This design comes from an exercise in tuning for small area on the open sky130 flow, not from production work.
RTL that was checked went through simulation tests only; none was proved equivalent to the original.
No functional check of the RTL was part of run 1.
No activity file was given, so power comes from the tool's default toggle rates.

### flow/config.mk
export PLATFORM = sky130hd
export DESIGN_NAME = dma_top
export DESIGN_NICKNAME = dma_top
export VERILOG_FILES = /design/flow/design.v
export SDC_FILE = /design/flow/constraint.sdc
export NUM_CORES = 4
export LEC_CHECK = 0
export CAP_MARGIN = 20
export CORE_MARGIN = 2
export CORE_UTILIZATION = 40
export SLEW_MARGIN = 20
### flow/constraint.sdc
create_clock -name core_clock -period 7.0 [get_ports {clk}]
set_input_delay 1.4000 -clock core_clock [delete_from_list [all_inputs] [get_ports {clk}]]
set_output_delay 1.4000 -clock core_clock [all_outputs]
set_load 0.01 [all_outputs]
### flow/design.v
package dma_pkg;
	typedef logic [31:0] addr_t;
	typedef logic [31:0] data_t;
	typedef logic [2:0] beat_t;
	typedef logic [3:0] burst_len_t;
	typedef enum logic [1:0] {
		IDLE  = 2'd0,  
		READ  = 2'd1,  
		WRITE = 2'd2,  
		DONE  = 2'd3   
	} dma_state_e;
endpackage
`timescale 1ns/1ps
module dma_top (
	input  logic                 clk,
	input  logic                 rst,
	input  logic                 cfg_en,
	input  dma_pkg::addr_t       cfg_addr,
	input  dma_pkg::data_t       cfg_data,
	input  dma_pkg::data_t       mem_rdata,
	input  logic                 mem_rvalid,
	input  logic                 mem_wvalid,
	output dma_pkg::addr_t       mem_addr,
	output logic [3:0]           mem_bweb,
	output dma_pkg::data_t       mem_wdata,
	output dma_pkg::burst_len_t  mem_burst_len,
	output logic                 mem_ceb,
	output logic                 mem_web,
	output logic                 irq
);
	logic        enable;
	logic [31:2] src;
	logic [31:2] dst;
	logic [31:0] lenr;       
	logic [31:0] off;        
	logic [1:0]  state;      
	logic        pw;         
	logic [1:0]  cnt;        
	logic [1:0]  bl;         
	logic [31:0] mem [4];
	logic idle, st_rd, st_wr, st_done;
	assign idle    = (state == 2'd0);
	assign st_rd   = (state == 2'd1);
	assign st_wr   = (state == 2'd2);
	assign st_done = (state == 2'd3);
	logic wr_ok;
	assign wr_ok = cfg_en && !(st_rd || st_wr);
	logic src_v, dst_v;
	always_ff @(posedge clk or posedge rst) begin
		if (rst) begin
			enable <= 1'b0;
			src_v  <= 1'b0;
			dst_v  <= 1'b0;
		end else if (wr_ok) begin
			if (cfg_addr == 32'h10020100)  enable <= cfg_data[0];
			if (cfg_addr == 32'h10020200) src_v  <= 1'b1;
			if (cfg_addr == 32'h10020300) dst_v  <= 1'b1;
		end
	end
	logic [31:2] src_q, dst_q;
	always_ff @(posedge clk) begin
		if (wr_ok && cfg_addr == 32'h10020200) src_q <= cfg_data[31:2];
		if (wr_ok && cfg_addr == 32'h10020300) dst_q <= cfg_data[31:2];
	end
	assign src = src_q & {30{src_v}};
	assign dst = dst_q & {30{dst_v}};
	logic [10:0] rd_lo, wr_lo;
	assign rd_lo = {1'b0, src[11:2]} + {1'b0, off[9:0]};
	assign wr_lo = {1'b0, dst[11:2]} + {1'b0, off[9:0]};
	logic [1:0] c_rem, c_rd, c_wr, c_min;
	assign c_rem = (lenr[31:2] != '0) ? 2'd3 : 2'(lenr[1:0] - 2'd1);
	assign c_rd  = (&rd_lo[9:2]) ? ~rd_lo[1:0] : 2'd3;
	assign c_wr  = (&wr_lo[9:2]) ? ~wr_lo[1:0] : 2'd3;
	assign c_min = (c_rd < c_rem) ? c_rd : c_rem;
	logic [2:0]  n;
	logic [31:0] off_nxt;
	logic        last_beat, rd_beat, wr_beat, adv, fin;
	assign n         = {1'b0, bl} + 3'd1;
	assign off_nxt   = off + 32'(n);
	assign last_beat = (cnt == bl);
	assign rd_beat   = st_rd && !pw && mem_rvalid;
	assign wr_beat   = st_wr && mem_wvalid;
	assign adv       = wr_beat && last_beat;
	assign fin       = (lenr == 32'(n));
	always_ff @(posedge clk or posedge rst) begin
		if (rst) begin
			state <= 2'd0;
			cnt   <= 2'd0;
		end else begin
			if (rd_beat || wr_beat) cnt <= cnt + 2'd1 & {2{!last_beat}};
			case (state)
				2'd0: if (enable) state <= 2'd1;
				2'd1: if (rd_beat && last_beat) state <= 2'd2;
				2'd2: if (adv) state <= fin ? 2'd3 : 2'd1;
				default: if (!enable) state <= 2'd0;
			endcase
		end
	end
	always_ff @(posedge clk) begin
		pw <= st_wr;
		bl <= (c_wr < c_min) ? c_wr : c_min;
		if (idle) off <= '0;
		else if (adv) off <= off_nxt;
		if (wr_ok && cfg_addr == 32'h10020400) lenr <= cfg_data;
		else if (adv) lenr <= fin ? off_nxt : lenr - 32'(n);
		if (rd_beat) mem[cnt] <= mem_rdata;
	end
	logic [1:0] sel;
	assign sel = cnt + {1'b0, mem_wvalid};
	logic [31:12] hi;
	assign hi = (st_wr ? dst[31:12] : src[31:12]) + off[29:10] + 20'(st_wr ? wr_lo[10] : rd_lo[10]);
	assign mem_wdata     = mem[sel];
	assign mem_ceb       = !((st_rd && !pw) || st_wr);
	assign mem_web       = !st_wr;
	assign mem_bweb      = {4{!st_wr}};
	assign mem_addr      = {hi, st_wr ? wr_lo[9:0] : rd_lo[9:0], 2'b00};
	assign mem_burst_len = {2'b00, bl};
	assign irq           = st_done;
endmodule
### flow/flow/run.sh
#!/bin/bash
# Standard layout with two changes: port buffers use the smallest buffer cell,
# and clock tree synthesis uses larger sink clusters and no dummy loads.
set -euo pipefail
bash standard.sh \
	"BUFFER_PORTS_ARGS=-buffer_cell sky130_fd_sc_hd__buf_1" \
	"CTS_ARGS=-sink_clustering_enable -repair_clock_nets -dont_use_dummy_load -sink_clustering_size 12 -sink_clustering_max_diameter 50 -buf_list {sky130_fd_sc_hd__clkbuf_8}" \
	finish > make_finish.log 2>&1
### flow/standard.sh
#!/bin/bash
# synth_recipe.tcl (not shown) runs the flow's synth.tcl, then flattens the netlist and writes it again
# the make line also repeats each setting of config.mk as NAME=value (left out here)
make -C /OpenROAD-flow-scripts/flow DESIGN_CONFIG=/design/flow/config.mk WORK_HOME=/design/flow/orfs CLKGATE_MAP_FILE= SYNTH_SCRIPT=/design/flow/synth_recipe.tcl "${@:-finish}"
==> impl_metrics.ini, run 1 <==
[setup_path]
crit_family = compound AO/OA/AOI/OAI gates
crit_arrival_ns = 5.62
end_kind = output pin
cp_max_fo = 6
r2r_start = src_v$_DFFE_PP0P_
worstPathRequired_ns = 5.60
cp_slowest_cell = or4_4
start_kind = flip-flop
r2r-end = bl[0]$_DFF_P_
criticalPathCategory = reg2out
rr_worst_depth = 29
slowest_delay_ns = 0.46
crit_buf_inv = 3
path_cells = and2_4 -> ha_2 -> inv_2 -> fa_2 -> nor2b_2 -> o31a_1 -> o31a_1 -> o21ai_1 -> nand2b_1 -> a21o_1 -> a21oi_2 -> a21oi_2 -> fa_2 -> fa_2 -> a21o_1 -> a22o_1 -> o41ai_2 -> buf_4 -> o211ai_1 -> or4_4 -> a31o_4 -> a21oi_2 -> xnor2_1 -> buf_2
r2r_slack_ns = 2.18

[final_layout]
final_layout_size_suffix_gt1_frac = 0.114
layout_commonest_cell = edfxtp_1
layout_common_cells = edfxtp_1, buf_1, nand2_1
final_nets = 1460
fill_cells = 3122
fin_cells = 1742
syn_to_final_growth_pct = 13.9

[drt]
avgRoutedWirePerCell_um = 18.7
ant_nets = 0
vias = 9172
dr_wl_met3_um = 1920
wirelength_um = 32600
top_layer = met4
wl_met1_um = 14000
drtIter0Drc = 627
drcViolationCount = 0
vias_per_cell = 5.27
dr.pass1.iters = 7
wl_met2_um = 15800

[clock_network]
cts_htree_levels = 2
cts_hold_buf = 0
cts_buffers = 35
clk_path_buf_depth = 3
clkLatencyLatePin_ns = 0.55
clock_sinks = 262
clk_pin_slew_worst_paths_ns = 0.07
cts_tree = yes
cts_root_buf = clkbuf_8

[worst_hold_path]
min_to = off[31]$_SDFFE_PP0P_
hold_path.class = reg2reg
min_delay_path_depth = 2
worstHoldStart = off[31]$_SDFFE_PP0P_

[placed_design]
dp_slack_ns = 0.0766
numPortBuffers = 171
routabilityCongestion = 0.811
detailed_place_hpwl_um = 22700
place_inst = 1690

[floorplanning]
io_pins = 176
rows = 67
core_mm2 = 0.0333
start_util = 0.402
die_h_um = 187
dieWidth_um = 187
dieArea_mm2 = 0.0350

[outcome]
check-failures = negative setup slack
outcome = finished with violations

[power]
power_density_mw_per_mm2 = 244
p_total_w = 0.00372
max-vdd-ir-drop_mv = 0.134
leakagePower_nw = 5.18

[yosys]
synth_top_area_frac = 0.493
synth_compound_area_frac = 0.0932
synth_edf_count = 220
synthTopCellsByArea = edfxtp_1, ha_1, mux4_2, dfxtp_1, xnor2_1
synth_area_mm2 = 0.0134
synth_top_family_by_area = simple AND/OR/NAND/NOR gates
ys_seq_elements = 262
syn_avg_cell_area_um2 = 12.2
synth_simple_gate_area_frac = 0.125
synth_mux_area_frac = 0.0603
seq_area_frac_synth = 0.559
yosys.area_share.xor_xnor = 0.0719
syn-instance-count = 1095
yosysTopAreaCell = edfxtp_1
ys.flop_type = edfxtp_1
synthAdderAreaFrac = 0.0632
yosys_warnings = 1
ys_types = 66
async_reset_ff_frac = 0.0267

[sta]
fin_setup_tns_ns = -0.0177
fin_crit_sh = 1.00
fmax_ghz = 0.142
layout_setup_ws_ns = -0.0177
relSlewSlack = 0.432
fin_hold_ws_ns = 0.500
rsz0062_at_grt = yes
min_period_ns = 7.02
setup_viol = 1
drv_slew = 0
finClkSkew_ns = 0.0695
worst_pin_slew_ns = 0.852
hold_violations = 0

[global_route]
grt_pass1_wl_um = 51100
grt_max_degree = 36
track_usage = 0.187
grt_pass1_vias = 9304
gr-total-overflow = 0
grt_antenna_before_repair = 1

[run]
maxCapViolations = 0
-- worst max-delay path by stage --
stage | startpoint | cells past startpoint | slack, ns | to
2_1_floorplan | src_v$_DFFE_PP0P_ | 21 | 0.37 | mem_addr[30]
3_3_place_gp | src_v$_DFFE_PP0P_ | 22 | 0.06 | mem_addr[30]
3_5_place_dp | src_v$_DFFE_PP0P_ | 22 | 0.08 | mem_addr[30]
4_1_cts | dst_v$_DFFE_PP0P_ | 24 | -0.08 | mem_addr[30]
5_1_grt | src_v$_DFFE_PP0P_ | 22 | -0.27 | mem_addr[30]
6_report | dst_v$_DFFE_PP0P_ | 24 | -0.02 | mem_addr[30]
-- state kept, by name, summed over array words and instances, names as in the netlist --
signal	cells
dst_v	1
pw	1
src_q	30
mem	128
enable	1
dst_q	30
state	2
cnt	2
src_v	1
bl	2
off	32
lenr	32
-- repair_timing --
action                                  4_1_cts  5_1_grt
endpoints found under the setup margin        3        5
pin swaps                                     4        5
gates resized for setup                      22        4
buffers inserted                             14        2
-- cell usage after synthesis (all sizes together), types with 3 or more instances --
library cell / instances
a211oi: 4
a21o: 10
a21oi: 58
a222oi: 3
a22o: 22
a22oi: 3
a31oi: 3
and2: 25
and3: 11
buf: 19
clkbuf: 31
dfrtp: 7
dfxtp: 35
edfxtp: 220
fa: 6
ha: 58
inv: 34
mux2: 5
mux2i: 3
mux4: 32
nand2: 93
nand2b: 10
nand3: 24
nand4: 13
nor2: 82
nor2b: 6
nor3: 25
nor4: 11
nor4b: 3
o211ai: 6
o21a: 4
o21ai: 57
o21bai: 5
o22ai: 3
o31a: 3
o31ai: 4
o41ai: 4
or2: 3
or3: 14
or4: 8
xnor2: 60
xor2: 50
-- where the power goes --
part / switching, W / internal, W / leakage [nW] / total [W]
registers: 0.0000391 / 0.00180 / 2.29 / 0.00184
logic: 0.000548 / 0.000382 / 2.65 / 0.000930
clock network: 0.000512 / 0.000444 / 0.252 / 0.000955
total: 0.00110 / 0.00262 / 5.18 / 0.00372
-- worst register-to-register path: cells and delay by family (launching register included) --
family	cells	cell delay, ns
compound gates	7	0.93
simple gates	3	0.66
buf+inv	16	1.90
flops	1	0.39
xor+xnor	1	0.24
fa+ha+maj	2	0.61
-- logic make-up after synthesis --
family / Yosys count
XOR/XNOR: 110
multiplexers: 40
AND/OR/NAND/NOR: 336
flip-flops: 262
other: 1
buffers and inverters: 84
AO/OA/AOI/OAI: 198
adder cells (fa/ha/maj): 64
-- layout make-up --
| cell class | instances | area, um^2 | area share |
|---|---|---|---|
| Sequential cell | 262 | 7480 | 0.491 |
| Multi-Input combinational cell | 752 | 5660 | 0.371 |
| Timing Repair Buffer | 210 | 937 | 0.0614 |
| Tap cell | 448 | 561 | 0.0367 |
| Clock buffer | 35 | 482 | 0.0316 |
| Inverter | 34 | 128 | 0.00837 |
| Antenna cell | 1 | 2.50 | 0.000164 |
-- routing by layer --
metal	vias up	global-route usage
met3	59	0.0377
met4	0	0.0571
li1	4432	-
met5	-	0
met1	4411	0.241
met2	270	0.317
-- metrics by stage --
stage,area (um^2),utilization
detailed placement,14600,0.437
global placement,14600,0.437
floorplan,13400,-
global route,15300,0.458
CTS,15200,0.458
finish,15300,0.458
==> run 2: changes to the inputs <==
--- a/flow/design.v
+++ b/flow/design.v
@@ -99,4 +99,6 @@
 	always_ff @(posedge clk) begin
 		pw <= st_wr;
+		rd_c <= rd_lo[10];
+		wr_c <= wr_lo[10];
 		bl <= (c_wr < c_min) ? c_wr : c_min;
 		if (idle) off <= '0;
@@ -108,6 +110,7 @@
 	logic [1:0] sel;
 	assign sel = cnt + {1'b0, mem_wvalid};
+	logic rd_c, wr_c;
 	logic [31:12] hi;
-	assign hi = (st_wr ? dst[31:12] : src[31:12]) + off[29:10] + 20'(st_wr ? wr_lo[10] : rd_lo[10]);
+	assign hi = (st_wr ? dst[31:12] : src[31:12]) + off[29:10] + 20'(st_wr ? wr_c : rd_c);
 	assign mem_wdata     = mem[sel];
 	assign mem_ceb       = !((st_rd && !pw) || st_wr);
==> run 2 against run 1 <==
  * The run now finishes clean
  * Combinational power decreased by 0.8%
  * Final area increased by 1.3%
  * Sequential power about the same
  * Die area increased by 3.2%
  * Worst setup slack improved by 0.56 ns
  * Sequential share of layout area decreased by 0.36 points
  * Wire length increased by 1.8%
  * Critical endpoint unchanged
  * Largest cell class unchanged
  * Highest routed layer unchanged
==> impl_metrics.ini, run 2 <==
[outcome]
outcome = complete, no violations

[final_layout]
antenna_cells = 0
layout_common_cells = edfxtp_1, buf_1, nor2_1
fin_util = 0.451
largest_reg_flops = 128
layout_commonest_cell = edfxtp_1
fin_cells = 1758
syn_to_final_growth_pct = 11.7
final_nets = 1470
final_layout_size_suffix_gt1_frac = 0.0975
largest_registers = mem (128), lenr (32), off (32)
largest_register = mem

[yosys]
synth_edf_count = 220
synthTopCellsByCount = edfxtp_1, nor2_1, nand2_1
synth_top_area_frac = 0.478
syn-instance-count = 1126
seq_area_frac_synth = 0.544
yosys_warnings = 1
synth_area_mm2 = 0.0138
yosysMostFrequentCell = edfxtp_1
yosysTopAreaCell = edfxtp_1
ys_types = 78
async_reset_ff_frac = 0.0265
synthTopCellsByArea = edfxtp_1, dfxtp_1, ha_1, mux4_2, xor2_1
ys_seq_elements = 264
ys.flop_type = edfxtp_1
syn_avg_cell_area_um2 = 12.3

[power]
p_total_w = 0.00370
internal_power_w = 0.00261
max-vdd-ir-drop_mv = 0.142
power_density_mw_per_mm2 = 239
seq_power_share = 0.495
netSwitchingFraction = 0.294
clkPwrFrac = 0.255
power_frac_comb = 0.250
p_sw_w = 0.00109
leakagePower_nw = 5.26

[floorplanning]
die_h_um = 190
core_mm2 = 0.0343
dieArea_mm2 = 0.0361
start_util = 0.403
io_pins = 176
dieWidth_um = 190
rows = 68

[sta]
rsz0062_at_grt = no
drv_slew = 0
fin_hold_ws_ns = 0.531
worst_pin_slew_ns = 1.04
min_period_ns = 6.46
fin_crit_sh = 0.922
setup_viol = 0
fmax_ghz = 0.155
finClkSkew_ns = 0.0644
hold_violations = 0
relSlewSlack = 0.306
fin_setup_tns_ns = 0

[worst_hold_path]
hold_path.class = reg2reg

[placed_design]
detailed_place_hpwl_um = 24400
place_inst = 1723
routabilityCongestion = 0.861
numPortBuffers = 171

[clock_network]
clock_sinks = 264
clkLatencyLatePin_ns = 0.52
cts_hold_buf = 0
cts_buffers = 35
cts_setup_buffers = 0
cts_root_buf = clkbuf_8
cts_htree_levels = 2
clk_pin_slew_worst_paths_ns = 0.05
clk_path_buf_depth = 3
cts_tree = yes
cts_resized = 0

[global_route]
track_usage = 0.184
gr-total-overflow = 0
grt_max_degree = 41
grt_antenna_before_repair = 0
grt_pass1_vias = 9198
grt_pass1_wl_um = 51200

[drt]
avgRoutedWirePerCell_um = 18.9
ant_nets = 0
wirelength_um = 33200
drtIter0Drc = 621
drcViolationCount = 0
vias_per_cell = 5.35
dr.pass1.iters = 5
vias = 9414

[setup_path]
start_kind = flip-flop
worstPathRequired_ns = 5.60
crit_arrival_ns = 5.06
criticalPathCategory = reg2out
cp_max_fo = 24
end_kind = output pin

[run]
maxCapViolations = 0
==> run 2: changes by cell type after synthesis, sizes merged, moves of 8 or more <==
cell / change
a21oi: -8
nor4: +10
nor3: +9
a221oi: +9
nor2: +14
xnor2: -10
nand2: -20
==> run 2: stage by stage <==
stage / setup slack, ns / area [um^2]
floorplan: 1.91 / 13800
global placement: 1.24 / 15000
detailed placement: 1.08 / 15000
CTS: 0.563 / 15400
global route: 0.195 / 15400
finish: 0.543 / 15400
==> run 2: final timing paths <==
kind,slack [ns],cells past startpoint,endpoint,startpoint
setup reg to reg,3.07,14,bl[0]$_DFF_P_,src_v$_DFFE_PP0P_
hold reg to reg,0.53,2,off[0]$_SDFFE_PP0P_,off[0]$_SDFFE_PP0P_
min in group asynchronous,0.86,2,dst_v$_DFFE_PP0P_,rst
max in group asynchronous,5.82,2,src_v$_DFFE_PP0P_,rst
hold / removal,0.53,2,off[0]$_SDFFE_PP0P_,off[0]$_SDFFE_PP0P_
setup / recovery,0.54,15,mem_addr[30],state[0]$_DFFE_PP0P_
==> run 2: per-layer routing <==
metal / global-route usage / up-vias / share of wire
li1: - / 4552 / -
met1: 0.259 / 4518 / 0.46
met2: 0.284 / 287 / 0.44
met3: 0.0395 / 57 / 0.075
met4: 0.0572 / 0 / 0.025
met5: 0 / - / 0
==> run 2: area by class of cell <==
class,count,area [um^2]
multi-input cells,776,5960
repair buffers,187,762
clock buffers,35,482
inverters,41,154
fillers,3153,18800
flip-flops and latches,264,7520
well taps,455,569
==> run 2: power groups by stage <==
stage | combinational [W] | sequential, W | clock, W
floorplan | 0.000637 | 0.00185 | 0
detailed placement | 0.000945 | 0.00187 | 0
CTS | 0.000948 | 0.00183 | 0.000980
global route | 0.00101 | 0.00184 | 0.00104
global placement | 0.000928 | 0.00186 | 0
finish | 0.000923 | 0.00183 | 0.000943
==> run 2: cells by family (layout without fill, tap and decap cells) <==
group | after synthesis | in the layout | share of synthesized area
xor gates and xnor gates | 102 | 102 | 0.0646
buffers and inverters | 89 | 263 | 0.0279
adders and majority gates | 64 | 64 | 0.0611
AOI/OAI and AO/OA | 196 | 196 | 0.0969
muxes | 46 | 46 | 0.0627
other | 1 | 4 | 0.000271
DFF | 264 | 264 | 0.544
and+or+nand+nor | 364 | 364 | 0.143
==> run 2: critical path, stage by stage, from the launching register on <==
cell and delay (ns):
dfrtp_1 0.44, inv_1 0.11, ha_1 0.15, buf_4 0.26, and2_1 0.70, a22oi_1 0.19, fa_1 0.49, fa_1 0.43
nor2b_1 0.17, o31ai_1 0.12, a21oi_1 0.34, o21ai_0 0.20, a31oi_1 0.40, nor4_1 0.08, a311o_1 0.32, buf_1 0.13
==> run 3: changes to the inputs <==
==> flow/flow/run.sh (replaced) <==
#!/bin/bash
# Standard layout with two changes: port buffers use the smallest buffer cell,
# and clock tree synthesis uses larger sink clusters and no dummy loads.
set -euo pipefail
bash standard.sh \
	"BUFFER_PORTS_ARGS=-buffer_cell sky130_fd_sc_hd__buf_1" \
	"CTS_ARGS=-sink_clustering_enable -repair_clock_nets -dont_use_dummy_load -buf_list {sky130_fd_sc_hd__clkbuf_2 sky130_fd_sc_hd__clkbuf_4}" \
	finish > make_finish.log 2>&1
==> run 3 against run 2 <==
  * Total power is 1.8% higher
  * Count of clock-buffer cells in the layout is 36 higher
  * Global-route usage is 0.47 points higher
  * Maximum frequency is 1.6% higher
  * Utilization is 0.18 points higher
  * Wire length is 1.8% higher
  * Combinational power hardly changed
  * Clock skew is 0.023 ns higher
  * Area after synthesis stayed put
  * First-iteration DRC count is 10% higher
  * Register-to-register slack worse by 0.05 ns
  * Sequential share of layout area is 0.20 points lower
  * Largest cell class unchanged
  * Largest power group unchanged
  * Highest routed layer unchanged
==> impl_metrics.ini, run 3 <==
[outcome]
outcome = complete, no violations

[floorplanning]
io_pins = 176
die_h_um = 190
dieWidth_um = 190
dieArea_mm2 = 0.0361
core_mm2 = 0.0343
start_util = 0.403
rows = 68

[drt]
dr.pass1.iters = 12
avgRoutedWirePerCell_um = 18.8
vias_per_cell = 5.35
drcViolationCount = 0
wirelength_um = 33800
ant_nets = 0
vias = 9622
drtIter0Drc = 685

[power]
clkPwrFrac = 0.268
p_sw_w = 0.00113
internal_power_w = 0.00263
leakagePower_nw = 5.33
power_frac_comb = 0.245
seq_power_share = 0.487
power_density_mw_per_mm2 = 243
max-vdd-ir-drop_mv = 0.142
netSwitchingFraction = 0.301

[run]
maxCapViolations = 0

[clock_network]
clkLatencyLatePin_ns = 0.70
clk_path_buf_depth = 3
clock_sinks = 264
clk_pin_slew_worst_paths_ns = 0.06
cts_htree_levels = 3
cts_setup_buffers = 0
cts_buffers = 71
cts_root_buf = clkbuf_4
cts_tree = yes

[global_route]
grt_antenna_before_repair = 3
grt_max_degree = 41
grt_pass1_vias = 9517
grt_pass1_wl_um = 52100
gr-total-overflow = 0
track_usage = 0.188

[final_layout]
regArea_mm2 = 0.00752
largest_registers = mem (128), lenr (32), off (32)
syn_to_final_growth_pct = 12.1
multi_input_area_mm2 = 0.00596
layout_commonest_cell = edfxtp_1
fill_cells = 3161
largest_register = mem
largest_reg_flops = 128
final_nets = 1506
final_layout_size_suffix_gt1_frac = 0.122
final_area_mm2 = 0.0155
layout_common_cells = edfxtp_1, buf_1, nor2_1

[yosys]
yosys_warnings = 1
synth_top_area_frac = 0.478
seq_area_frac_synth = 0.544
ys_types = 78
synth_area_mm2 = 0.0138
synthTopCellsByCount = edfxtp_1, nor2_1, nand2_1
ys_seq_elements = 264
synth_edf_count = 220
async_reset_ff_frac = 0.0265
yosysMostFrequentCell = edfxtp_1
syn_avg_cell_area_um2 = 12.3
syn-instance-count = 1126
yosysTopAreaCell = edfxtp_1
ys.flop_type = edfxtp_1
synthTopCellsByArea = edfxtp_1, dfxtp_1, ha_1, mux4_2, xor2_1

[sta]
fin_crit_sh = 0.908
drv_slew = 0
rsz0062_at_grt = no
relSlewSlack = 0.301
hold_violations = 0
fin_setup_tns_ns = 0
worst_pin_slew_ns = 1.05
finClkSkew_ns = 0.0873
setup_viol = 0
fmax_ghz = 0.157
min_period_ns = 6.36
fin_hold_ws_ns = 0.534

[setup_path]
crit_arrival_ns = 4.96
end_kind = output pin
worstPathRequired_ns = 5.60
start_kind = flip-flop
criticalPathCategory = reg2out
cp_max_fo = 24

[placed_design]
post_dp_cell_area_mm2 = 0.0150
routabilityCongestion = 0.861
detailed_place_hpwl_um = 24400
numPortBuffers = 171

[worst_hold_path]
hold_path.class = reg2reg
run 3: worst paths after layout:
check | cells after the start | start | slack [ns] | to
worst min register to register | 2 | off[0]$_SDFFE_PP0P_ | 0.53 | off[0]$_SDFFE_PP0P_
worst max register to register | 14 | src_v$_DFFE_PP0P_ | 3.02 | bl[0]$_DFF_P_
worst min-delay path | 2 | off[0]$_SDFFE_PP0P_ | 0.53 | off[0]$_SDFFE_PP0P_
max in group asynchronous | 2 | rst | 5.96 | cnt[0]$_DFFE_PP0P_
worst max-delay path | 15 | state[0]$_DFFE_PP0P_ | 0.64 | mem_addr[30]
min in group asynchronous | 2 | rst | 0.68 | state[0]$_DFFE_PP0P_
run 3: area by class of cell:
| type | instances | area share |
|---|---|---|
| Sequential cell | 264 | 0.485 |
| Multi-Input combinational cell | 776 | 0.384 |
| Timing Repair Buffer | 187 | 0.0491 |
| Tap cell | 455 | 0.0367 |
| Clock buffer | 71 | 0.0344 |
| Inverter | 41 | 0.00992 |
| Antenna cell | 4 | 0.000645 |
run 3: power groups by stage:
stage	Clock [W]	Sequential (W)	Combinational, W
after CTS	0.00105	0.00183	0.000948
after global placement	0	0.00186	0.000928
after floorplan	0	0.00185	0.000637
after detailed placement	0	0.00187	0.000945
final	0.00101	0.00183	0.000923
after global routing	0.00114	0.00184	0.00101
run 3: timing repair:
item                       in CTS  in global routing
hold buffers                    0                  0
gates resized for setup         0                  1
setup endpoints to repair       0                  1
run 3: kinds of logic after synthesis:
group           count (synthesis)  synth area share
compound gates                196            0.0969
buf+inv                        89            0.0279
xor+xnor                      102            0.0646
mux                            46            0.0627
other cells                     1          0.000271
fa+ha+maj                      64            0.0611
simple gates                  364             0.143
flops                         264             0.544
run 3: worst max-delay path: stages, from the launching register on:
cell and delay, ns:
dfrtp_1 0.44, inv_1 0.11, ha_1 0.15, buf_4 0.26, and2_2 0.47, a22oi_1 0.16, fa_1 0.47, fa_1 0.43
nor2b_1 0.17, o31ai_1 0.12, a21oi_1 0.33, o21ai_0 0.20, a31oi_1 0.41, nor4_1 0.09, a311o_1 0.32, buf_1 0.13
run 3: per-stage QoR:
| step | std cells | util | total power (W) | worst slack, ns |
|---|---|---|---|---|
| floorplan | 1129 | - | 0.00249 | 1.91 |
| global placement | 1723 | 0.436 | 0.00279 | 1.24 |
| detailed placement | 1723 | 0.436 | 0.00281 | 1.08 |
| CTS | 1794 | 0.452 | 0.00383 | 0.340 |
| global route | 1797 | 0.452 | 0.00398 | 0.278 |
| finish | 1798 | 0.452 | 0.00376 | 0.644 |
run 3: layer usage:
metal / part of all wire / global-route usage / wire length (um)
met2: 0.45 / 0.285 / 15100
met5: 0 / 0 / 0
met4: 0.025 / 0.0736 / 861
met3: 0.078 / 0.0515 / 2650
met1: 0.45 / 0.258 / 15200
==> run 4: changes to the inputs <==
==> flow/flow/run.sh (replaced) <==
#!/bin/bash
# Standard layout with two changes: port buffers use the smallest buffer cell,
# and clock tree synthesis uses larger sink clusters and no dummy loads.
set -euo pipefail
bash standard.sh \
	"BUFFER_PORTS_ARGS=-buffer_cell sky130_fd_sc_hd__buf_1" \
	"CTS_ARGS=-sink_clustering_enable -repair_clock_nets -dont_use_dummy_load -sink_clustering_size 30 -sink_clustering_max_diameter 80 -buf_list {sky130_fd_sc_hd__clkbuf_16}" \
	finish > make_finish.log 2>&1
--- a/flow/config.mk
+++ b/flow/config.mk
@@ -8,4 +8,4 @@
 export CAP_MARGIN = 20
 export CORE_MARGIN = 2
-export CORE_UTILIZATION = 40
+export CORE_UTILIZATION = 65
 export SLEW_MARGIN = 20
==> run 4 against run 3 <==
  * Sequential share of layout area rose by 1.4 points
  * Final area shrank 2.8%
  * Hold slack worse by 0.0074 ns
  * Largest cell class unchanged
  * Final cell count fell by 14%
  * Via count shrank 3.6%
  * First-iteration DRC count increased by 35%
  * Area after synthesis did not move
  * Critical endpoint unchanged
  * Utilization grew 27 points
  * Sequential power about the same
  * Register-to-register slack got worse by 0.09 ns
  * Count of clock-buffer cells in the layout down 57
==> impl_metrics.ini, run 4 <==
[outcome]
outcome = complete, no violations

[drt]
vias_per_cell = 5.96
avgRoutedWirePerCell_um = 19.5
drcViolationCount = 0
dr.pass1.iters = 6
drtIter0Drc = 923
wirelength_um = 30400
ant_nets = 0
vias = 9271

[yosys]
synth_compound_area_frac = 0.0969
yosysMostFrequentCell = edfxtp_1
synthTopCellsByArea = edfxtp_1, dfxtp_1, ha_1, mux4_2, xor2_1
yosys.area_share.xor_xnor = 0.0646
synthAdderAreaFrac = 0.0611
synthTopCellsByCount = edfxtp_1, nor2_1, nand2_1
yosysTopAreaCell = edfxtp_1
synth_top_family_by_area = simple AND/OR/NAND/NOR gates
async_reset_ff_frac = 0.0265
ys.flop_type = edfxtp_1
synth_edf_count = 220
syn-instance-count = 1126
synth_area_mm2 = 0.0138
ys_types = 78
syn_avg_cell_area_um2 = 12.3
ys_seq_elements = 264
synth_mux_area_frac = 0.0627
yosys_warnings = 1
synth_top_area_frac = 0.478
seq_area_frac_synth = 0.544
synth_simple_gate_area_frac = 0.143

[clock_network]
cts_root_buf = clkbuf_16
clock_sinks = 264
clk_pin_slew_worst_paths_ns = 0.10
cts_tree = yes
clk_path_buf_depth = 3
cts_setup_buffers = 0
cts_hold_buf = 0
clkLatencyLatePin_ns = 0.48
cts_resized = 0
cts_buffers = 14
cts_htree_levels = 1

[global_route]
grt_max_degree = 41
gr-total-overflow = 0
grt_antenna_before_repair = 0
track_usage = 0.272
grt_pass1_wl_um = 46900
grt_pass1_vias = 8596

[setup_path]
crit_arrival_ns = 4.66
crit_start = state[0]$_DFFE_PP0P_
worstPathRequired_ns = 5.60
path_cells = inv_1 -> ha_1 -> and2_1 -> a22oi_1 -> fa_1 -> fa_1 -> nor2b_1 -> o31ai_1 -> a21oi_1 -> o21ai_0 -> a31oi_1 -> nor4_1 -> a311o_1 -> buf_1
crit_family = compound AO/OA/AOI/OAI gates
cp_slowest_cell = and2_1
slowest_delay_ns = 0.62
cp_max_fo = 20
start_kind = flip-flop
end_kind = output pin
criticalPathCategory = reg2out
crit_buf_inv = 2
crit_top_cell = fa_1
r2r_start = src_v$_DFFE_PP0P_
r2r_slack_ns = 2.93

[placed_design]
post_dp_cell_area_mm2 = 0.0147
routabilityCongestion = 0.886
detailed_place_hpwl_um = 22700
numPortBuffers = 171
dp_slack_ns = 1.45

[floorplanning]
rows = 53
die_h_um = 150
io_pins = 176
dieArea_mm2 = 0.0225
start_util = 0.660
core_mm2 = 0.0210
dieWidth_um = 150

[final_layout]
layout_commonest_cell = edfxtp_1
largest_register = mem
final_nets = 1447
fin_util = 0.719
layout_common_cells = edfxtp_1, buf_1, nor2_1
largest_registers = mem (128), lenr (32), off (32)
final_area_mm2 = 0.0151
antenna_cells = 0
largest_reg_flops = 128
final_layout_size_suffix_gt1_frac = 0.0813
syn_to_final_growth_pct = 8.97

[sta]
hold_violations = 0
relSlewSlack = 0.284
setup_viol = 0
rsz0062_at_grt = no
fin_setup_tns_ns = 0
worst_pin_slew_ns = 1.07
fmax_ghz = 0.165
fin_hold_ws_ns = 0.527
fin_crit_sh = 0.865
min_period_ns = 6.06
drv_slew = 0
layout_setup_ws_ns = 0.944
finClkSkew_ns = 0.0334

[power]
max-vdd-ir-drop_mv = 0.204
leakagePower_nw = 5.17
power_density_mw_per_mm2 = 234

[run]
maxCapViolations = 0

[worst_hold_path]
hold_path.class = reg2reg
worstHoldStart = off[10]$_SDFFE_PP0P_
-- run 4: per-stage QoR --
step,instances,power (W)
after global routing,1555,0.00369
after global placement,1541,0.00274
after detailed placement,1541,0.00277
after CTS,1555,0.00356
after floorplan,1129,0.00249
final,1555,0.00353
-- run 4: worst register-to-register path, cell delays in order (launching register included) --
cell and delay (ns):
dfrtp_1 0.55, and2_1 0.18, ha_1 0.17, inv_1 0.07, fa_1 0.41, nor2b_1 0.21, o21ai_0 0.13, nor3b_1 0.17
or4_1 0.53, nor4_1 0.36, nand4b_1 0.20, ha_1 0.32, a2111oi_0 0.42, a41oi_1 0.10, o32a_1 0.18
-- run 4: final timing paths --
| path | endpoint | depth (start not counted) |
|---|---|---|
| setup / recovery | mem_addr[30] | 14 |
| hold / removal | off[10]$_SDFFE_PP0P_ | 2 |
| setup reg to reg | bl[0]$_DFF_P_ | 14 |
| hold reg to reg | off[10]$_SDFFE_PP0P_ | 2 |
| max in group asynchronous | src_v$_DFFE_PP0P_ | 2 |
| min in group asynchronous | state[1]$_DFFE_PP0P_ | 2 |
-- run 4: layout make-up --
| type | count | area (um^2) |
|---|---|---|
| flip-flops and latches | 264 | 7520 |
| multi-input cells | 776 | 5960 |
| fillers | 1507 | 5880 |
| repair buffers | 185 | 747 |
| clock buffers | 14 | 350 |
| well taps | 275 | 344 |
| inverters | 41 | 154 |
-- run 4: power by group --
group / internal, W / switching, W / total [W]
combinational: 0.000376 / 0.000512 / 0.000887
sequential: 0.00179 / 0.0000427 / 0.00183
clock: 0.000360 / 0.000452 / 0.000812
total: 0.00252 / 0.00101 / 0.00353
-- run 4: cells by family after synthesis --
logic type / Yosys count
flops: 264
compound gates: 196
simple gates: 364
other cells: 1
fa+ha+maj: 64
mux: 46
buf+inv: 89
xor+xnor: 102
-- run 4: layer usage --
layer / GRT usage / share of wire
met1: 0.412 / 0.46
met2: 0.436 / 0.46
met3: 0.0293 / 0.062
met4: 0.0434 / 0.014
met5: 0 / 0
==> run 5: changes to the inputs <==
--- a/flow/design.v
+++ b/flow/design.v
@@ -77,5 +77,5 @@
 	logic        last_beat, rd_beat, wr_beat, adv, fin;
 	assign n         = {1'b0, bl} + 3'd1;
-	assign off_nxt   = off + 32'(n);
+	assign off_nxt   = off + 32'(adv ? n : 3'd0);  
 	assign last_beat = (cnt == bl);
 	assign rd_beat   = st_rd && !pw && mem_rvalid;
@@ -102,8 +102,7 @@
 		wr_c <= wr_lo[10];
 		bl <= (c_wr < c_min) ? c_wr : c_min;
-		if (idle) off <= '0;
-		else if (adv) off <= off_nxt;
+		off <= idle ? '0 : off_nxt;
 		if (wr_ok && cfg_addr == 32'h10020400) lenr <= cfg_data;
-		else if (adv) lenr <= fin ? off_nxt : lenr - 32'(n);
+		else lenr <= (adv && fin) ? off_nxt : lenr - 32'(adv ? n : 3'd0);
 		if (rd_beat) mem[cnt] <= mem_rdata;
 	end
==> run 5 against run 4 <==
  * Utilization increased by 0.77 points
  * Sequential share of layout area increased by 0.83 points
  * Wire length decreased by 10%
  * Sequential power increased by 8%
  * First-iteration DRC count decreased by 35%
  * Synthesized cell count decreased by 7.0%
  * Die area decreased by 6.3%
  * Largest power group unchanged
==> impl_metrics.ini, run 5 <==
[power]
power_frac_comb = 0.297
leakagePower_nw = 5.05
netSwitchingFraction = 0.307
power_density_mw_per_mm2 = 275
clkPwrFrac = 0.197
p_sw_w = 0.00120
internal_power_w = 0.00271
seq_power_share = 0.506
max-vdd-ir-drop_mv = 0.239

[final_layout]
fill_cells = 1404
largest_registers = mem (128), lenr (32), off (32)
layout_common_cells = edfxtp_1, buf_1, nor2_1
layout_commonest_cell = edfxtp_1
antenna_cells = 0
largest_register = mem
largest_reg_flops = 128
final_nets = 1373
syn_to_final_growth_pct = 9.75
final_layout_size_suffix_gt1_frac = 0.0779

[outcome]
outcome = complete, no violations

[setup_path]
slowest_delay_ns = 0.74
crit_buf_inv = 2
path_cells = inv_1 -> ha_1 -> and2_1 -> a22oi_1 -> fa_1 -> fa_1 -> nor2b_1 -> o31a_1 -> o2111ai_1 -> a21o_1 -> a21o_1 -> and3_1 -> a311o_1 -> buf_1
crit_arrival_ns = 4.60
crit_family = compound AO/OA/AOI/OAI gates
cp_slowest_cell = and2_1
criticalPathCategory = reg2out
start_kind = flip-flop
worstPathRequired_ns = 5.60
cp_max_fo = 20
end_kind = output pin

[yosys]
async_reset_ff_frac = 0.0265
synth_edf_count = 188
yosys_warnings = 1
seq_area_frac_synth = 0.557
yosysMostFrequentCell = edfxtp_1
synth_top_area_frac = 0.436
synthTopCellsByArea = edfxtp_1, dfxtp_1, ha_1, mux4_2, xnor2_1
syn-instance-count = 1047
synthTopCellsByCount = edfxtp_1, nor2_1, nand2_1
ys_types = 62
synth_area_mm2 = 0.0129
yosysTopAreaCell = edfxtp_1
ys_seq_elements = 264
syn_avg_cell_area_um2 = 12.4
ys.flop_type = edfxtp_1

[sta]
rsz0062_at_grt = no
fin_setup_tns_ns = 0
setup_viol = 0
drv_slew = 0
fmax_ghz = 0.167
fin_crit_sh = 0.857
hold_violations = 0
layout_setup_ws_ns = 0.999
relSlewSlack = 0.309
worst_pin_slew_ns = 1.03
finClkSkew_ns = 0.0658
min_period_ns = 6.00

[global_route]
gr-total-overflow = 0
grt_pass1_wl_um = 43200
grt_pass1_vias = 8444
track_usage = 0.256
grt_max_degree = 62
grt_antenna_before_repair = 0

[drt]
drcViolationCount = 0
dr.pass1.iters = 5
avgRoutedWirePerCell_um = 18.6
ant_nets = 0
wirelength_um = 27300
vias = 8573
drtIter0Drc = 601
vias_per_cell = 5.83

[clock_network]
cts_hold_buf = 0
cts_htree_levels = 1
clk_pin_slew_worst_paths_ns = 0.10
clkLatencyLatePin_ns = 0.49
cts_root_buf = clkbuf_16
cts_buffers = 13
cts_tree = yes
clock_sinks = 264
cts_resized = 0
cts_setup_buffers = 0
clk_path_buf_depth = 3

[floorplanning]
rows = 51
dieArea_mm2 = 0.0210
io_pins = 176
core_mm2 = 0.0195
start_util = 0.663
die_h_um = 145
dieWidth_um = 145

[run]
maxCapViolations = 0

[placed_design]
routabilityCongestion = 0.851
dp_slack_ns = 1.50
detailed_place_hpwl_um = 19700
numPortBuffers = 171

[worst_hold_path]
hold_path.class = reg2reg
run 5: changes by cell type in the layout (fill, tap and decap cells not counted), moves of 7 or more:
cell      previous run  this run
dfxtp_1             37        69
edfxtp_1           220       188
a21oi_1             50        30
mux2_2               5        21
nor3_1              33        20
xor2_1              51        39
nor2_1              94        84
a221oi_2             9         0
nand4_1             14         5
o21ai_0             48        56
mux2i_1              9         2
run 5: through the flow:
| stage | cell area, um^2 | total power [W] | instances | hold slack, ns | utilization |
|---|---|---|---|---|---|
| finish | 14200 | 0.00390 | 1471 | 0.534 | 0.727 |
| CTS | 14200 | 0.00394 | 1470 | 0.545 | 0.726 |
| detailed placement | 13800 | 0.00318 | 1457 | 0.514 | 0.709 |
| global placement | 13800 | 0.00314 | 1457 | 0.503 | 0.709 |
| global route | 14200 | 0.00410 | 1471 | 0.608 | 0.727 |
| floorplan | 12900 | 0.00283 | 1050 | 0.453 | - |
run 5: path summary, 6_finish.rpt:
check,from,end,slack [ns],depth (start not counted)
hold / removal,off[31]$_SDFF_PP0_,off[31]$_SDFF_PP0_,0.53,2
setup / recovery,state[0]$_DFFE_PP0P_,mem_addr[30],1.0,14
hold reg to reg,off[31]$_SDFF_PP0_,off[31]$_SDFF_PP0_,0.53,2
min in group asynchronous,rst,state[1]$_DFFE_PP0P_,0.79,2
setup reg to reg,src_v$_DFFE_PP0P_,bl[0]$_DFF_P_,2.73,16
max in group asynchronous,rst,src_v$_DFFE_PP0P_,5.93,2
run 5: worst register-to-register path, stage by stage (launching register included):
cell       delay [ns]
dfrtp_1          0.60
and2_1           0.20
ha_1             0.18
inv_1            0.06
fa_1             0.43
nor2b_1          0.23
o2111ai_1        0.19
a31oi_1          0.33
xor2_1           0.24
nand2_1          0.10
or4_1            0.52
ha_1             0.24
ha_1             0.27
nand2_1          0.08
o21ai_0          0.12
nor4_1           0.30
a311oi_1         0.09
run 5: cell type report:
type,instances,area (um^2),area share
clock buffer,13,325,0.0229
inverter,36,135,0.00952
multi-input combinational,710,5450,0.384
sequential,264,7200,0.507
tap,265,332,0.0234
timing repair buffer,183,752,0.0530
run 5: metal layers:
metal  part of all wire  global-route usage
met2               0.50               0.455
met1               0.43               0.340
met3              0.052              0.0299
met4              0.020              0.0598
met5                  0                   0
run 5: cell families after synthesis:
group | synth area share
other | 0.000290
adder cells (fa/ha/maj) | 0.0654
buffers and inverters | 0.0253
AO/OA/AOI/OAI | 0.0827
flip-flops | 0.557
AND/OR/NAND/NOR | 0.132
multiplexers | 0.0755
XOR/XNOR | 0.0623
run 5: power groups by stage:
stage          registers (W)  logic [W]  clock network [W]
5_1_grt              0.00200    0.00126           0.000838
3_3_place_gp         0.00200    0.00114                  0
4_1_cts              0.00198    0.00117           0.000790
2_1_floorplan        0.00198   0.000852                  0
3_5_place_dp         0.00201    0.00117                  0
6_report             0.00198    0.00116           0.000770
==> run 6: changes to the inputs <==
==> flow/flow/run.sh (replaced) <==
#!/bin/bash
# Standard layout with these changes: port buffers use the smallest buffer cell,
# clock tree synthesis uses larger sink clusters and no dummy loads, and
# other settings given below. make's full output goes to make_finish.log.
set -euo pipefail
bash standard.sh \
	"BUFFER_PORTS_ARGS=-buffer_cell sky130_fd_sc_hd__buf_1" \
	"CTS_ARGS=-sink_clustering_enable -repair_clock_nets -dont_use_dummy_load -sink_clustering_size 30 -sink_clustering_max_diameter 80 -buf_list {sky130_fd_sc_hd__clkbuf_16}" \
	"RECOVER_POWER=100" \
	finish > make_finish.log 2>&1
==> run 6 against run 5 <==
  * Now fails the layout checks on max-capacitance violations, max-slew violations
  * Total power fell by 0.19%
  * Maximum frequency is essentially flat
  * Critical path type unchanged
  * Combinational power about the same
  * Global-route usage unchanged
  * Die area did not move
  * Largest cell class unchanged
  * First-iteration DRC count up 5.7%
  * Non-clock buffer count stayed put
  * Final cell count stayed put
  * Highest routed layer unchanged
  * Sequential cell count stayed put
==> impl_metrics.ini, run 6 <==
[clock_network]
clk_pin_slew_worst_paths_ns = 0.10
cts_setup_buffers = 0
clock_sinks = 264
clkLatencyLatePin_ns = 0.49
cts_resized = 0
cts_hold_buf = 0
cts_htree_levels = 1
cts_root_buf = clkbuf_16
cts_tree = yes
cts_buffers = 13
clk_path_buf_depth = 3

[final_layout]
antenna_cells = 0
layout_commonest_cell = edfxtp_1
largest_reg_flops = 128
largest_register = mem
layout_common_cells = edfxtp_1, buf_1, nor2_1
final_layout_size_suffix_gt1_frac = 0.0680
final_nets = 1373
fin_util = 0.723
syn_to_final_growth_pct = 9.11
largest_registers = mem (128), lenr (32), off (32)

[floorplanning]
die_h_um = 145
rows = 51
dieArea_mm2 = 0.0210
dieWidth_um = 145
start_util = 0.663
core_mm2 = 0.0195
io_pins = 176

[setup_path]
path_cells = inv_1 -> ha_1 -> and2_1 -> a22oi_1 -> fa_1 -> fa_1 -> nor2b_1 -> o31a_1 -> o2111ai_1 -> a21o_1 -> a21o_1 -> and3_1 -> a311o_1 -> buf_1
cp_max_fo = 20
start_kind = flip-flop
crit_buf_inv = 2
crit_arrival_ns = 4.61
criticalPathCategory = reg2out
slowest_delay_ns = 0.74
end_kind = output pin
worstPathRequired_ns = 5.60
crit_family = compound AO/OA/AOI/OAI gates
cp_slowest_cell = and2_1

[yosys]
ys_types = 62
synthTopCellsByCount = edfxtp_1, nor2_1, nand2_1
async_reset_ff_frac = 0.0265
yosysTopAreaCell = edfxtp_1
syn_avg_cell_area_um2 = 12.4
seq_area_frac_synth = 0.557
yosys_warnings = 1
synthTopCellsByArea = edfxtp_1, dfxtp_1, ha_1, mux4_2, xnor2_1
synth_edf_count = 188
ys.flop_type = edfxtp_1
synth_top_area_frac = 0.436
yosysMostFrequentCell = edfxtp_1
syn-instance-count = 1047
ys_seq_elements = 264
synth_area_mm2 = 0.0129

[sta]
rsz0062_at_grt = no
drv_slew = 194
worst_pin_slew_ns = 2.97
fin_crit_sh = 0.858
fmax_ghz = 0.167
hold_violations = 0
min_period_ns = 6.01
fin_setup_tns_ns = 0
setup_viol = 0
fin_hold_ws_ns = 0.538
finClkSkew_ns = 0.0649
relSlewSlack = -0.985

[global_route]
grt_pass1_vias = 8444
grt_pass1_wl_um = 43200
grt_max_degree = 62
track_usage = 0.256
gr-total-overflow = 0
grt_antenna_before_repair = 0

[worst_hold_path]
hold_path.class = reg2reg

[placed_design]
numPortBuffers = 171
detailed_place_hpwl_um = 19700
routabilityCongestion = 0.851

[outcome]
outcome = finished with violations
check-failures = max-capacitance violations, max-slew violations

[power]
power_density_mw_per_mm2 = 276
max-vdd-ir-drop_mv = 0.239
leakagePower_nw = 5.00

[drt]
wl_met2_um = 13600
dr_wl_met3_um = 1560
ant_nets = 0
vias = 8646
top_layer = met4
wirelength_um = 27300
wl_met1_um = 11600
drcViolationCount = 0
dr.pass1.iters = 5
drtIter0Drc = 635
avgRoutedWirePerCell_um = 18.6
vias_per_cell = 5.88

[run]
maxCapViolations = 6
-- run 6: layout make-up --
class | instances | area, um^2
well taps | 265 | 332
flip-flops and latches | 264 | 7200
fillers | 1418 | 5410
multi-input cells | 710 | 5420
inverters | 36 | 135
repair buffers | 183 | 706
clock buffers | 13 | 325
-- run 6: metal layers --
metal	global-route usage	up-vias
met1	0.340	4186
li1	-	4168
met3	0.0299	34
met5	0	-
met4	0.0598	0
met2	0.455	258
-- run 6: cell families (layout without fill, tap and decap cells) --
logic type               Yosys count  after routing  synth area share
multiplexers                      55             55            0.0755
XOR/XNOR                          92             92            0.0623
other                              1              4          0.000290
flip-flops                       264            264             0.557
AND/OR/NAND/NOR                  331            331             0.132
buffers and inverters             76            232            0.0253
adder cells (fa/ha/maj)           64             64            0.0654
AO/OA/AOI/OAI                    164            164            0.0827
-- run 6: power by group --
| group | leakage [nW] | internal [W] | total [W] | switching [W] |
|---|---|---|---|---|
| Clock | 0.160 | 0.000335 | 0.000772 | 0.000437 |
| Combinational | 2.49 | 0.000508 | 0.00115 | 0.000639 |
| Sequential | 2.35 | 0.00186 | 0.00198 | 0.000120 |
-- run 6: final timing paths --
path                                       from                    to  slack [ns]  cells past startpoint
setup / recovery           state[0]$_DFFE_PP0P_          mem_addr[30]        0.99                     14
hold / removal               off[31]$_SDFF_PP0_    off[31]$_SDFF_PP0_        0.54                      2
setup reg to reg                lenr[3]$_DFF_P_       lenr[0]$_DFF_P_        2.24                      7
hold reg to reg              off[31]$_SDFF_PP0_    off[31]$_SDFF_PP0_        0.54                      2
max in group asynchronous                   rst     dst_v$_DFFE_PP0P_        5.93                      2
min in group asynchronous                   rst  state[1]$_DFFE_PP0P_        0.79                      2
-- run 6: metrics by stage --
stage          cells  area, um^2  setup WS (ns)  power [W]
2_1_floorplan   1050       12900           1.93    0.00283
3_3_place_gp    1457       13800           1.65    0.00314
3_5_place_dp    1457       13800           1.50    0.00318
4_1_cts         1470       14200           1.02    0.00394
5_1_grt         1471       14100          0.671    0.00409
6_report        1471       14100          0.994    0.00390
-- run 6: tightest hold or removal path: cells and delay by family, from the launching register on --
kind                      cells  cell delay [ns]
xor gates and xnor gates      1             0.09
and+or+nand+nor               1             0.08
DFF                           1             0.34
==> run 7: changes to the inputs <==
==> flow/flow/run.sh (replaced) <==
#!/bin/bash
# Standard layout with these changes: port buffers use the smallest buffer cell,
# clock tree synthesis uses larger sink clusters and no dummy loads, and
# other settings given below. make's full output goes to make_finish.log.
set -euo pipefail
bash standard.sh \
	"BUFFER_PORTS_ARGS=-buffer_cell sky130_fd_sc_hd__buf_1" \
	"CTS_ARGS=-sink_clustering_enable -repair_clock_nets -dont_use_dummy_load -sink_clustering_size 20 -sink_clustering_max_diameter 60 -buf_list {sky130_fd_sc_hd__clkbuf_8}" \
	finish > make_finish.log 2>&1
--- a/flow/config.mk
+++ b/flow/config.mk
@@ -8,4 +8,4 @@
 export CAP_MARGIN = 20
 export CORE_MARGIN = 2
-export CORE_UTILIZATION = 65
+export CORE_UTILIZATION = 70
 export SLEW_MARGIN = 20
==> run 7 against run 6 <==
  * Register-to-register slack better by 0.67 ns
  * The run now finishes clean
  * Total power fell by 1.5%
  * Clock skew decreased by 0.0080 ns
==> impl_metrics.ini, run 7 <==
[drt]
vias_per_cell = 6.12
vias = 8820
avgRoutedWirePerCell_um = 18.9
drtIter0Drc = 591
ant_nets = 0
wirelength_um = 27300
drcViolationCount = 0
dr.pass1.iters = 5

[global_route]
gr-total-overflow = 0
grtUsageMet2 = 0.493
grt_pass1_wl_um = 43500
grtUsageMet1 = 0.366
grt_antenna_before_repair = 0
track_usage = 0.278
grtUsageMet3 = 0.0328
busiest_layer = met2
grt_max_degree = 62
grt_pass1_vias = 8696

[final_layout]
largest_reg_flops = 128
multi_input_area_mm2 = 0.00545
antenna_cells = 0
fin_cells = 1441
fill_cells = 1148
layout_common_cells = edfxtp_1, buf_1, nor2_1
layout_commonest_cell = edfxtp_1
final_nets = 1379
regArea_mm2 = 0.00720
final_layout_size_suffix_gt1_frac = 0.0825
syn_to_final_growth_pct = 9.06
largest_registers = mem (128), lenr (32), off (32)
largest_register = mem

[power]
internal_power_w = 0.00263
leakagePower_nw = 5.04
power_frac_comb = 0.307
p_sw_w = 0.00121
clkPwrFrac = 0.178
netSwitchingFraction = 0.314
power_density_mw_per_mm2 = 272
seq_power_share = 0.515
max-vdd-ir-drop_mv = 0.286

[setup_path]
rr_worst_depth = 15
criticalPathCategory = reg2out
path_depth = 14
start_kind = flip-flop
worstPathRequired_ns = 5.60
crit_buf_inv = 2
slowest_delay_ns = 0.72
cp_max_fo = 20
crit_arrival_ns = 4.64
crit_family = compound AO/OA/AOI/OAI gates
end_kind = output pin
cp_slowest_cell = and2_1
path_cells = inv_1 -> ha_1 -> and2_1 -> a22oi_1 -> fa_1 -> fa_1 -> nor2b_1 -> o31a_1 -> o2111ai_1 -> a21o_1 -> a21o_1 -> and3_1 -> a311o_1 -> buf_1

[yosys]
synth_simple_gate_area_frac = 0.132
ys.flop_type = edfxtp_1
synthTopCellsByArea = edfxtp_1, dfxtp_1, ha_1, mux4_2, xnor2_1
synth_top_family_by_area = simple AND/OR/NAND/NOR gates
synthAdderAreaFrac = 0.0654
async_reset_ff_frac = 0.0265
synthTopCellsByCount = edfxtp_1, nor2_1, nand2_1
synth_edf_count = 188
yosys_warnings = 1
synth_compound_area_frac = 0.0827
synth_area_mm2 = 0.0129
seq_area_frac_synth = 0.557
yosysMostFrequentCell = edfxtp_1
syn_avg_cell_area_um2 = 12.4
yosysTopAreaCell = edfxtp_1
synth_mux_area_frac = 0.0755
syn-instance-count = 1047
ys_seq_elements = 264
synth_top_area_frac = 0.436
ys_types = 62
yosys.area_share.xor_xnor = 0.0623

[sta]
min_period_ns = 6.04
fin_crit_sh = 0.863
setup_viol = 0
drv_slew = 0
worst_pin_slew_ns = 1.02
relSlewSlack = 0.322
finClkSkew_ns = 0.0569
fin_setup_tns_ns = 0
hold_violations = 0
rsz0062_at_grt = no
layout_setup_ws_ns = 0.956
fmax_ghz = 0.165

[floorplanning]
start_util = 0.718
core_mm2 = 0.0180
die_h_um = 140
dieArea_mm2 = 0.0196
io_pins = 176
dieWidth_um = 140
rows = 49

[clock_network]
cts_setup_buffers = 0
cts_resized = 0
cts_hold_buf = 0
clk_path_buf_depth = 3
cts_htree_levels = 1
clock_sinks = 264
cts_root_buf = clkbuf_8
cts_buffers = 19
clk_pin_slew_worst_paths_ns = 0.12
cts_tree = yes
clkLatencyLatePin_ns = 0.55

[placed_design]
dp_slack_ns = 1.52
routabilityCongestion = 0.894
place_inst = 1420
numPortBuffers = 171
detailed_place_hpwl_um = 19800

[worst_hold_path]
hold_path.class = reg2reg
min_delay_path_depth = 2

[outcome]
outcome = complete, no violations

[run]
maxCapViolations = 0
run 7: final timing paths:
kind	endpoint	from	slack, ns
min	off[31]$_SDFF_PP0_	off[31]$_SDFF_PP0_	0.54
max in group asynchronous	dst_v$_DFFE_PP0P_	rst	5.98
min reg2reg	off[31]$_SDFF_PP0_	off[31]$_SDFF_PP0_	0.54
max reg2reg	lenr[30]$_DFF_P_	state[0]$_DFFE_PP0P_	2.91
min in group asynchronous	state[1]$_DFFE_PP0P_	rst	0.77
max	mem_addr[30]	state[0]$_DFFE_PP0P_	0.96
run 7: logic make-up (layout without fill, tap and decap cells):
group | after synthesis | after routing
other | 1 | 4
AND/OR/NAND/NOR | 331 | 331
buffers and inverters | 76 | 238
AO/OA/AOI/OAI | 164 | 164
multiplexers | 55 | 55
XOR/XNOR | 92 | 92
flip-flops | 264 | 264
adder cells (fa/ha/maj) | 64 | 64
run 7: power groups by stage:
| stage | clock network, W | logic [W] | registers [W] |
|---|---|---|---|
| 2_1_floorplan | 0 | 0.000852 | 0.00198 |
| 3_3_place_gp | 0 | 0.00113 | 0.00200 |
| 3_5_place_dp | 0 | 0.00116 | 0.00201 |
| 4_1_cts | 0.000696 | 0.00117 | 0.00198 |
| 5_1_grt | 0.000747 | 0.00129 | 0.00200 |
| 6_report | 0.000685 | 0.00118 | 0.00198 |
run 7: cell type report:
cell class / count / area share
Clock buffer: 19 / 0.0185
Inverter: 36 / 0.00958
Multi-Input combinational cell: 710 / 0.386
Sequential cell: 264 / 0.510
Tap cell: 229 / 0.0203
Timing Repair Buffer: 183 / 0.0547
run 7: routing by layer:
layer | wire length, um | share of wire
met1 | 11100 | 0.41
met2 | 13700 | 0.50
met3 | 1760 | 0.064
met4 | 665 | 0.024
met5 | 0 | 0
run 7: per-stage QoR:
step,hold WS (ns),instance area [um^2],power [W],utilization
after global placement,0.501,13800,0.00313,0.765
final,0.541,14100,0.00384,0.783
after detailed placement,0.513,13800,0.00317,0.765
after global routing,0.596,14100,0.00403,0.783
after CTS,0.543,14100,0.00384,0.780
after floorplan,0.453,12900,0.00283,-
run 7: worst register-to-register path, stage by stage (launching register included):
cell     delay (ns)
dfrtp_1        0.44
inv_1          0.12
ha_1           0.17
buf_4          0.26
nand3_1        0.35
nor2_1         0.26
ha_1           0.24
inv_1          0.07
fa_1           0.40
nor2b_1        0.18
nor2_1         0.13
or3_1          0.55
nor4_1         0.37
xnor2_1        0.15
and2_1         0.18
o31ai_1        0.20
==> run 8: changes to the inputs <==
--- a/flow/config.mk
+++ b/flow/config.mk
@@ -9,3 +9,4 @@
 export CORE_MARGIN = 2
 export CORE_UTILIZATION = 70
+export PLACE_DENSITY = 0.8
 export SLEW_MARGIN = 20
==> run 8 against run 7 <==
  * Critical path depth stayed put
  * Synthesized cell count unchanged
  * Final area fell by 0.29%
  * Sequential share of layout area up 0.15 points
  * Total power shrank 0.65%
  * Combinational power about the same
  * Critical endpoint unchanged
==> impl_metrics.ini, run 8 <==
[outcome]
outcome = complete, no violations

[floorplanning]
dieWidth_um = 140
dieArea_mm2 = 0.0196
core_mm2 = 0.0180
io_pins = 176
die_h_um = 140
rows = 49
start_util = 0.718

[final_layout]
largest_register = mem
final_nets = 1378
largest_reg_flops = 128
largest_registers = mem (128), lenr (32), off (32)
fin_cells = 1440
layout_common_cells = edfxtp_1, buf_1, nor2_1
fill_cells = 1205
antenna_cells = 0
syn_to_final_growth_pct = 8.74
layout_commonest_cell = edfxtp_1
final_layout_size_suffix_gt1_frac = 0.0818

[clock_network]
cts_setup_buffers = 0
cts_resized = 0
clkLatencyLatePin_ns = 0.51
clk_path_buf_depth = 3
cts_root_buf = clkbuf_8
cts_htree_levels = 1
cts_buffers = 18
clk_pin_slew_worst_paths_ns = 0.12
clock_sinks = 264
cts_tree = yes
cts_hold_buf = 0

[power]
leakagePower_nw = 5.02
power_density_mw_per_mm2 = 271
max-vdd-ir-drop_mv = 0.238

[sta]
setup_viol = 0
min_period_ns = 6.09
worst_pin_slew_ns = 1.09
drv_slew = 0
fin_hold_ws_ns = 0.564
hold_violations = 0
fin_crit_sh = 0.871
finClkSkew_ns = 0.0438
rsz0062_at_grt = no
fin_setup_tns_ns = 0
fmax_ghz = 0.164
relSlewSlack = 0.274

[global_route]
grt_max_degree = 62
grt_antenna_before_repair = 1
grt_pass1_vias = 8563
track_usage = 0.286
gr-total-overflow = 0
grt_pass1_wl_um = 44400

[drt]
avgRoutedWirePerCell_um = 19.7
vias = 8821
drcViolationCount = 0
vias_per_cell = 6.13
ant_nets = 0
drtIter0Drc = 623
dr.pass1.iters = 4
wirelength_um = 28300

[placed_design]
routabilityCongestion = 0.847
detailed_place_hpwl_um = 20100
numPortBuffers = 171
place_inst = 1421

[yosys]
yosysTopAreaCell = edfxtp_1
async_reset_ff_frac = 0.0265
synth_area_mm2 = 0.0129
seq_area_frac_synth = 0.557
yosysMostFrequentCell = edfxtp_1
synth_top_area_frac = 0.436
synth_edf_count = 188
syn_avg_cell_area_um2 = 12.4
yosys_warnings = 1
ys_seq_elements = 264
ys_types = 62
synthTopCellsByArea = edfxtp_1, dfxtp_1, ha_1, mux4_2, xnor2_1
syn-instance-count = 1047
synthTopCellsByCount = edfxtp_1, nor2_1, nand2_1
ys.flop_type = edfxtp_1

[setup_path]
end_kind = output pin
criticalPathCategory = reg2out
cp_slowest_cell = and2_1
path_cells = inv_1 -> ha_1 -> and2_1 -> a22oi_1 -> fa_1 -> fa_1 -> nor2b_1 -> o31a_1 -> o2111ai_1 -> a21o_1 -> a21o_1 -> and3_1 -> a311o_1 -> buf_1
slowest_delay_ns = 0.73
crit_arrival_ns = 4.69
worstPathRequired_ns = 5.60
cp_max_fo = 20
start_kind = flip-flop

[run]
maxCapViolations = 0

[worst_hold_path]
hold_path.class = reg2reg
-- run 8: cell counts after synthesis --
Identical to the previous run, type by type.
-- run 8: critical path: cells and delay by family, from the launching register on --
kind                       cells  cell delay [ns]
AOI/OAI and AO/OA              6             1.31
adders and majority gates      3             1.11
buffers and inverters          2             0.26
DFF                            1             0.45
and+or+nand+nor                3             1.03
-- run 8: layer usage --
metal  GRT usage  wire length [um]  vias up  share of wire
met3      0.0366              2000       42          0.071
met2       0.494             14100      336           0.50
li1            -                 -     4184              -
met4      0.0695               557        2          0.020
met1       0.393             11700     4257           0.41
met5           0                13        -        0.00046
-- run 8: kinds of logic (layout without fill, tap and decap cells) --
group	count (synthesis)	in the layout	share of synthesized area
AND/OR/NAND/NOR	331	331	0.132
flip-flops	264	264	0.557
AO/OA/AOI/OAI	164	164	0.0827
XOR/XNOR	92	92	0.0623
buffers and inverters	76	237	0.0253
adder cells (fa/ha/maj)	64	64	0.0654
multiplexers	55	55	0.0755
other	1	4	0.000290
-- run 8: area by class of cell --
cell class | count | area, um^2 | area share
Multi-Input combinational cell | 710 | 5450 | 0.388
Timing Repair Buffer | 183 | 744 | 0.0529
Clock buffer | 18 | 248 | 0.0176
Inverter | 36 | 135 | 0.00961
Sequential cell | 264 | 7200 | 0.512
Tap cell | 229 | 287 | 0.0204
-- run 8: final timing paths --
check	from	slack (ns)	to	depth (start not counted)
max	state[0]$_DFFE_PP0P_	0.91	mem_addr[30]	14
min	off[31]$_SDFF_PP0_	0.56	off[31]$_SDFF_PP0_	2
max reg2reg	src_v$_DFFE_PP0P_	2.82	bl[0]$_DFF_P_	16
min reg2reg	off[31]$_SDFF_PP0_	0.56	off[31]$_SDFF_PP0_	2
max in group asynchronous	rst	5.98	state[1]$_DFFE_PP0P_	2
min in group asynchronous	rst	0.77	cnt[1]$_DFFE_PP0P_	2
-- run 8: per-stage QoR --
stage	setup WS (ns)	util	total power, W	area, um^2
after detailed placement	1.51	0.766	0.00318	13800
after floorplan	1.93	-	0.00283	12900
after CTS	0.870	0.779	0.00383	14000
after global routing	0.658	0.781	0.00400	14100
after global placement	1.53	0.766	0.00314	13800
final	0.906	0.781	0.00382	14100
-- run 8: report_power, final --
group / total [W] / switching (W) / leakage, nW / internal (W)
clock: 0.000669 / 0.000435 / 0.129 / 0.000233
combinational: 0.00116 / 0.000646 / 2.54 / 0.000519
sequential: 0.00198 / 0.000128 / 2.35 / 0.00185
total: 0.00382 / 0.00121 / 5.02 / 0.00261

-- static timing again, ports no longer ideal --
The flow's constraints put no driver on any port. The routed layouts listed below were extracted and timed again, unchanged, in two steps.
Step 1: set_driving_cell puts a clkbuf_16 on clk and a buf_2 on each other input, an assumption about the parent block.
Step 2 times the ports against the registers' clock, not the clock port: input delays grow and output delays shrink by t, the midpoint of the rising clock arrivals with the driver on.
Slacks: ideal / step 1 / step 2; pairs: ideal / step 1.
run | t, ns | setup WS [ns] | worst setup path at the end
run 1 | 0.558 | -0.018 / -0.063 / 0.495 | register to output
run 2 | 0.546 | 0.543 / 0.495 / 1.041 | register to output
run 3 | 0.700 | 0.644 / 0.596 / 1.295 | register to output
run 4 | 0.521 | 0.944 / 0.898 / 1.419 | register to output
run 5 | 0.508 | 0.999 / 0.949 / 1.457 | register to output
run 6 | 0.508 | 0.994 / 0.944 / 1.284 | input to output
run 7 | 0.554 | 0.956 / 0.912 / 1.466 | register to output
run 8 | 0.538 | 0.906 / 0.866 / 1.404 | register to output
